This design comes from an exercise in tuning for small area, a short achievable clock period and few clock cycles per item on the open sky130 flow, not from production work. In this exercise RTL edits were held to simulation tests only and were not proved equivalent to the original.

==> flow/design.v, too long to show whole: its modules and the start of the top module <==
// module seven_segment_mux_scanner: 863 lines
module seven_segment_mux_scanner (
  input  logic                         clk_i,
  input  logic                         rst_ni,
  input  logic                         item_valid_i,
  output logic                         item_ready_o,
  input  logic                         item_req_type_i,
  input  logic [ssms_pkg::NumberW-1:0] item_number_i,
  input  logic [ssms_pkg::PointW-1:0]  item_point_index_i,
  output logic                         res_valid_o,
  input  logic                         res_ready_i,
  output logic [ssms_pkg::SegW-1:0]    res_segment_levels_o,
  output logic [ssms_pkg::EnableW-1:0] res_digit_enable_levels_o,
  output logic [ssms_pkg::PosW-1:0]    res_active_position_o,
  input  logic                         psel,
  input  logic                         penable,
  input  logic                         pwrite,
  input  logic [ssms_pkg::AddrW-1:0]   paddr,
  input  logic [ssms_pkg::DataW-1:0]   pwdata,
  output logic [ssms_pkg::DataW-1:0]   prdata,
  output logic                         pready
);
  // ...
==> flow/flow/run.sh <==
#!/bin/bash
# Layout flow: the standard flow (standard.sh) with two changes:
#  - ports are buffered with the cell named in flow/port_buffer.txt (when present)
#    instead of the cell the resizer picks by default; every port still gets a buffer;
#  - when flow/abc_map.script is present, the combinational logic of the standard
#    synthesis is re-mapped with that ABC script (same Yosys script otherwise). The
#    registers (names, count, cell types) are compared with the standard synthesis;
#    if they differ in any way the standard netlist is used unchanged.
# Each tool's output goes to a log file of its own in this folder.
set -uo pipefail
HERE=$(pwd)
RES=$HERE/orfs/results/$FLOW_PLATFORM/seven_segment_mux_scanner/base
EXTRA=()
if [[ -f flow/port_buffer.txt ]]; then
  EXTRA+=("BUFFER_PORTS_ARGS=-buffer_cell $(tr -d ' \n' < flow/port_buffer.txt)")
fi

bash standard.sh "${EXTRA[@]}" synth > $HERE/log_standard_synth.txt 2>&1 || exit 1
cp $RES/1_2_yosys.v $HERE/standard_1_2_yosys.v

# 2. the same synthesis with the ABC script replaced
if [[ -f flow/abc_map.script ]]; then
  MAKELINE=$(grep '^make ' standard.sh)
  {
    echo 'proc abc {args} {'
    echo '  set i [lsearch -exact $args -script]'
    echo "  if {\$i >= 0} { lset args [expr {\$i + 1}] $HERE/flow/abc_map.script }"
    echo '  yosys abc {*}$args'
    echo '}'
    cat synth_recipe.tcl
  } > $HERE/my_synth.tcl
  MYLINE=$(echo "$MAKELINE" | sed -e "s#WORK_HOME=[^ ]*#WORK_HOME=$HERE/orfs_my#" -e "s#SYNTH_SCRIPT=[^ ]*#SYNTH_SCRIPT=$HERE/my_synth.tcl#" -e 's#"\${@:-finish}"#synth#')
  eval "$MYLINE" > $HERE/log_my_synth.txt 2>&1
  MYRES=$HERE/orfs_my/results/$FLOW_PLATFORM/seven_segment_mux_scanner/base
  regs() { grep -E '^\s*sky130_fd_sc_hd__(df|edf|sdf|dl)[a-z0-9_]*\s' "$1" | awk '{print $1, $2}' | sed -E 's/_[0-9]+ / /' | sort; }
  if [[ -f $MYRES/1_2_yosys.v ]] && diff <(regs $HERE/standard_1_2_yosys.v) <(regs $MYRES/1_2_yosys.v) > $HERE/log_reg_diff.txt \
     && [[ $(regs $HERE/standard_1_2_yosys.v | wc -l) -gt 0 ]]; then
    echo "registers match; using the re-mapped netlist" > $HERE/log_choice.txt
    cp $MYRES/1_2_yosys.v $RES/1_2_yosys.v
    rm -f $RES/1_synth.odb $RES/1_synth.sdc
  else
    echo "registers differ; using the standard netlist" > $HERE/log_choice.txt
  fi
fi

# 3. the rest of the standard flow
bash standard.sh "${EXTRA[@]}" finish > $HERE/log_standard_finish.txt 2>&1
==> flow/flow/port_buffer.txt <==
sky130_fd_sc_hd__buf_1
==> flow/standard.sh <==
#!/bin/bash
# synth_recipe.tcl (not shown) runs the flow's synth.tcl, then flattens the netlist and writes it again
# the make line also repeats each setting of config.mk as NAME=value (left out here)
make -C /OpenROAD-flow-scripts/flow DESIGN_CONFIG=/design/flow/config.mk WORK_HOME=/design/flow/orfs CLKGATE_MAP_FILE= SYNTH_SCRIPT=/design/flow/synth_recipe.tcl "${@:-finish}"
==> flow/config.mk <==
export PLATFORM = sky130hd
export DESIGN_NAME = seven_segment_mux_scanner
export DESIGN_NICKNAME = seven_segment_mux_scanner
export VERILOG_FILES = /design/flow/design.v
export SDC_FILE = /design/flow/constraint.sdc
export NUM_CORES = 4
export LEC_CHECK = 0
export ABC_AREA = 1
export CAP_MARGIN = 20
export CORE_MARGIN = 2
export CORE_UTILIZATION = 40
export CTS_BUF_LIST = sky130_fd_sc_hd__clkbuf_8
export PLACE_DENSITY = 0.6
export SETUP_SLACK_MARGIN = 2.0
export SLEW_MARGIN = 20
==> flow/constraint.sdc <==
create_clock -name core_clock -period 4.5 [get_ports {clk_i}]
set_input_delay 0.9000 -clock core_clock [delete_from_list [all_inputs] [get_ports {clk_i}]]
set_output_delay 0.9000 -clock core_clock [all_outputs]
set_load 0.01 [all_outputs]
==> notes.md, run 1 <==
area share of the largest cell type after synthesis 0.325; number of setup violations in the final report 0; count of flip-flops with a built-in enable after synthesis 212; reg-to-reg endpoint digit_q[10]; DR WL/cell 10.9 um; site row count 81; maximum buffer depth of the clock tree 3; CP Data Arrival Time 1.50 ns; aggregate routed wire length 39.3 mm; Compound-Gate Fraction of Synth Area 0.134; buffers inserted by post-CTS timing repair 4; count of inverters other than clock inverters in the layout 435; overall die height 225 um; synth unique cells 48; top cell category multi-input combinational cells; cell count after synthesis 2,796; share of the yosys chip area belonging to registers 0.411; die area 50,800 sq um; worst hold slack after final layout 0.397 ns; syn avg cell area 7.01 sq um; number of global-route vias before repair 16,700; Worst Path Buf+Inv 4; fraction of the cycle the final worst path needs 0.534; adder and majority cell fraction of the synthesized area 0.00894; first-pass GRT wire length 68.7 mm; share of cells above drive strength 1 0.123; type of element launching the critical path input pin; mapped cell area 19,600 sq um; final total negative setup slack 0 ns; min Tclk post-route 2.40 ns; result of the run no timing/DRC/antenna violations; GRT busiest layer met2; worst min-delay path category in2async; antenna cells 0; sequential cell count 280; number of H-tree branching levels 2; first element of the critical path res_ready_i; #FFs+latches synth 280; antenna violations before repair 0; non-clock buffering overhead in the final layout 0.0219
Testbench counts, summed over its fixed seeds: cycles 9,792, items 9,600.
==> run 2: changes to the inputs <==
--- a/flow/design.v
+++ b/flow/design.v
@@ -39,33 +39,29 @@
   logic [7:0]      held_q;
   logic [7:0]      en_q;
   logic            lit_q;
   logic            res_valid_q;
   logic       adv_w;
   logic       cfg_wr_w;
   logic [1:0] cfg_idx_w;
   logic [3:0] rd_w;
-  logic [3:0] rd_q;
   assign pready    = 1'b1;
   assign cfg_idx_w = paddr[3:2];
   assign cfg_wr_w  = psel && penable && pwrite;
   always_comb begin
     rd_w = '0;
     case (cfg_idx_w)
       2'd0: rd_w    = num_digits_q;
       2'd1: rd_w[0] = seg_act_high_q;
       2'd2: rd_w[0] = en_act_high_q;
       default: rd_w[0] = scan_en_q;
     endcase
   end
-  always_ff @(posedge clk_i) begin
-    rd_q <= rd_w;
-  end
-  assign prdata = {28'd0, rd_q};
+  assign prdata = {28'd0, rd_w};
   always_ff @(posedge clk_i or negedge rst_ni) begin
     if (!rst_ni) begin
       num_digits_q   <= 4'd4;
       seg_act_high_q <= 1'b1;
       en_act_high_q  <= 1'b0;
       scan_en_q      <= 1'b0;
     end else if (cfg_wr_w) begin
       case (cfg_idx_w)
==> run 2 against run 1 <==
Net effect:
- critical path depth unchanged
- via count rose by 1.5%
- wire length up 4.9%
- register-to-register slack worse by 0.07 ns
- synthesized cell count is 0.93% higher
- global-route usage up 0.42 points
- critical path type unchanged
- cell count increased by 0.89%
==> notes.md, run 2 <==
largest registers digit_q: 32 flops, b1_q: 25 flops, b2_q: 20 flops (unchanged); unrepaired setup endpoints after global routing yes (unchanged); clock tree from TritonCTS done (unchanged); maximum buffer depth of the clock tree 3 (unchanged); GRT overflow 0 (unchanged); post-CTS clock slew at the launch and capture registers of the worst setup and hold paths 0.06 ns (about the same); most common cell after layout, fill and taps aside nand2_1 (unchanged); GR Util met2 0.284 (was 0.281); number of nets in the finished design 3,069 (was 3,031); number of I/O pins 134 (unchanged); IO buf count 74 (unchanged); die width 225 um (about the same); fraction of the cycle the final worst path needs 0.539 (was 0.534); number of global-route vias before repair 16,600 (was 16,700); data required time of the critical path 3.60 ns (about the same); cells taking the most area after synthesis edfxtp_1, nand2_1, nand3_1 (unchanged); Clock Latency Late Sink 0.65 ns (was 0.62 ns); most instantiated cells after synthesis nand2_1, inv_1, nor2_1 (was nand2_1, inv_1, nand3_1); worst min-delay path category in2async (unchanged); Largest register FFs 32 (unchanged); synth unique cells 52 (was 48); die area 50,500 sq um (was 50,800 sq um); aggregate routed wire length 41.2 mm (was 39.3 mm); type of element launching the critical path input pin (unchanged); cell count after synthesis 2,822 (was 2,796); Post-synth top flop edfxtp_1 (unchanged); residual DRC count 0 (unchanged); antenna violations before repair 0 (unchanged); setup skew after layout 0.0382 ns (was 0.0289 ns); GRT busiest layer met2 (unchanged); number of H-tree branching levels 2 (unchanged); #FFs+latches synth 276 (was 280); CP Data Arrival Time 1.52 ns (was 1.50 ns); largest incremental delay on the critical path 0.17 ns (was 0.14 ns); min Tclk post-route 2.42 ns (was 2.40 ns); cell type of the slowest stage on the worst timing path buf_1 (was buf_12); Worst Path Buf+Inv 3 (was 4); Global Route met3 Usage 0.0261 (was 0.0250); pre-CTS worst setup slack 1.21 ns (was 1.30 ns); first element of the critical path paddr[3] (was res_ready_i); CP endpoint kind primary output (unchanged); crit-path leading delay family buffers and inverters (unchanged); syn avg cell area 6.90 sq um (was 7.01 sq um); share of cells above drive strength 1 0.126 (was 0.123); result of the run no timing/DRC/antenna violations (unchanged); hold violation count in the final report 0 (unchanged); Area Overhead vs Synth 14.6% (was 13.0%); proportion of synthesized flip-flops having asynchronous set or reset 0.232 (was 0.229); starting density of the core 0.406 (was 0.403); synth warn 1 (unchanged); mapped cell area 19,500 sq um (was 19,600 sq um); area share of the largest cell type after synthesis 0.327 (was 0.325); number of setup violations in the final report 0 (unchanged); slew margin rel. 0.433 (was 0.417); initial drt markers 1,085 (was 898); overall die height 225 um (about the same); number of filler cells placed in the layout 4,639 (was 4,804); area of the core 47,900 sq um (was 48,600 sq um); Stages on worst setup path 5 (unchanged); antenna cells 0 (unchanged); reg-to-reg endpoint g4_3_q[0] (was digit_q[10]); routed via count divided by cell count 4.97 (was 4.94); detailed placer's ending HPWL 28.8 mm (was 28.3 mm); all-layer global routing usage 0.159 (was 0.155); clock root buffer clkbuf_8 (unchanged); Initial DRT Pass Iterations 6 (was 8); list of cells traversed by the critical path clkbuf_2 > nor2_4 > inv_2 > nor2_1 > buf_1 (was buf_1 > nor2_4 > buf_12 > clkinv_16 > buf_6); site row count 80 (was 81); pin count of the biggest net entering global routing 73 (unchanged); top library cells by usage in the layout, fill and taps aside nand2_1, inv_1, nor2_1 (was nand2_1, inv_1, nand3_1); Worst-Margin Slew 0.850 ns (was 0.875 ns); Global Route met1 Usage 0.195 (was 0.188); final total negative setup slack 0 ns (unchanged); clock sink count 276 (was 280); most area-hungry cell type in the Yosys netlist edfxtp_1 (unchanged); Non-Filler Instances 3,631 (was 3,599); DR WL/cell 11.3 um (was 10.9 um); Max Slew Vio Count 0 (unchanged); Placed Instances 3,502 (was 3,482); Register-to-Register Setup Slack 2.09 ns (was 2.16 ns); number of buffers inserted during clock tree synthesis 52 (was 51); routability congestion estimate 0.816 (was 0.790); upper clock frequency limit 413 MHz (was 416 MHz); share of the yosys chip area belonging to registers 0.409 (was 0.411); register with the most flip-flops digit_q (unchanged); most numerous cell in the Yosys netlist nand2_1 (unchanged); length in cells of the worst reg-to-reg path 13 (unchanged); max-cap viol count 0 (unchanged); first-pass GRT wire length 69.5 mm (was 68.7 mm); FF-to-FF Start g3_0_q[0] (was res_valid_q); worst setup path end prdata[1] (was item_ready_o); category of the critical setup timing path in2out (unchanged); Final WS setup 2.08 ns (was 2.10 ns); critical-path maximum fanout 5 (was 18); count of flip-flops with a built-in enable after synthesis 212 (unchanged); Post-DRT Antenna Nets 0 (unchanged); detailed-route via count 18,100 (was 17,800)
## run 2: worst min path at each step
| stage | startpoint | to | cells past startpoint |
|---|---|---|---|
| after global routing | rst_ni | held_q[5] | 1 |
| final | rst_ni | held_q[5] | 1 |
| after detailed placement | b1_q[13] | b2_q[13] | 0 |
| after global placement | pt3_q[2] | pt4_q[2] | 0 |
| after floorplan | b1_q[0] | b2_q[0] | 0 |
| after CTS | rst_ni | held_q[5] | 1 |
## run 2: area by class of cell
type	instances	area [sq um]	share of cell area
well taps	615	769	0.0345
multi-input cells	2128	10400	0.464
clock buffers	54	743	0.0333
repair buffers	105	538	0.0241
flip-flops and latches	276	7980	0.357
inverters	407	1560	0.0697
repair inverters	5	63.8	0.00286
clock inverters	41	318	0.0142
## run 2: logic make-up after synthesis
logic type	share of synthesized area
other cells	0.000385
buf+inv	0.0920
flops	0.409
xor+xnor	0.00854
compound gates	0.132
fa+ha+maj	0.00899
simple gates	0.348
## run 2: per-layer routing
layer / up-vias / part of all wire / wire length, um
met2: 285 / 0.48 / 19900
met5: - / 0 / 0
met1: 8176 / 0.46 / 18800
li1: 9522 / - / -
met3: 68 / 0.039 / 1610
met4: 0 / 0.021 / 882
## run 2: repair_timing
action | CTS | global route
resized for setup | 16 | 181
pin swaps | 2 | 19
setup buffers | 9 | 20
endpoints found under the hold margin | 0 | 0
cloned | 5 | 0
hold buffers | 0 | 0
setup endpoints to repair | 20 | 97
## run 2: through the flow
stage           util  hold slack (ns)  instance area, sq um
3_3_place_gp   0.426            0.401                 20400
6_report       0.466            0.317                 22300
2_1_floorplan      -            0.400                 19600
5_1_grt        0.466            0.337                 22300
4_1_cts        0.452            0.288                 21700
3_5_place_dp   0.426            0.405                 20400
Testbench counts of run 2, summed over its fixed seeds: cycles 9,792, items 9,600.

==> what the ideal ports hide <==
The flow's constraints put no driver on any port. The routed layouts listed below were extracted and timed again, unchanged, in two steps. Step 1, drivers: a clkbuf_16 drives clk_i and a buf_2 each remaining input, both assumed. Step 2 adds t to the input delays and takes it off the output delays; t is the mean of the earliest and latest rising clock arrival at the registers after step 1. Input paths then give back, and output paths get back, about the clock's delay inside the block. a / b / c = no drivers / after step 1 / after step 2; a / b = the first two.
run	shift t [ns]	setup slack, ns	clock arrival spread, ns	worst register clock-pin slew, ns
run 1	0.657	2.097 / 2.050 / 1.531	0.036 / 0.037	0.06 / 0.06
run 2	0.679	2.076 / 2.038 / 1.535	0.043 / 0.043	0.07 / 0.07
After both steps setup and hold are still met in every run listed. For run 1, which loses most, drivers alone change the setup slack by -0.047 ns; drivers and shift together by -0.566 ns.
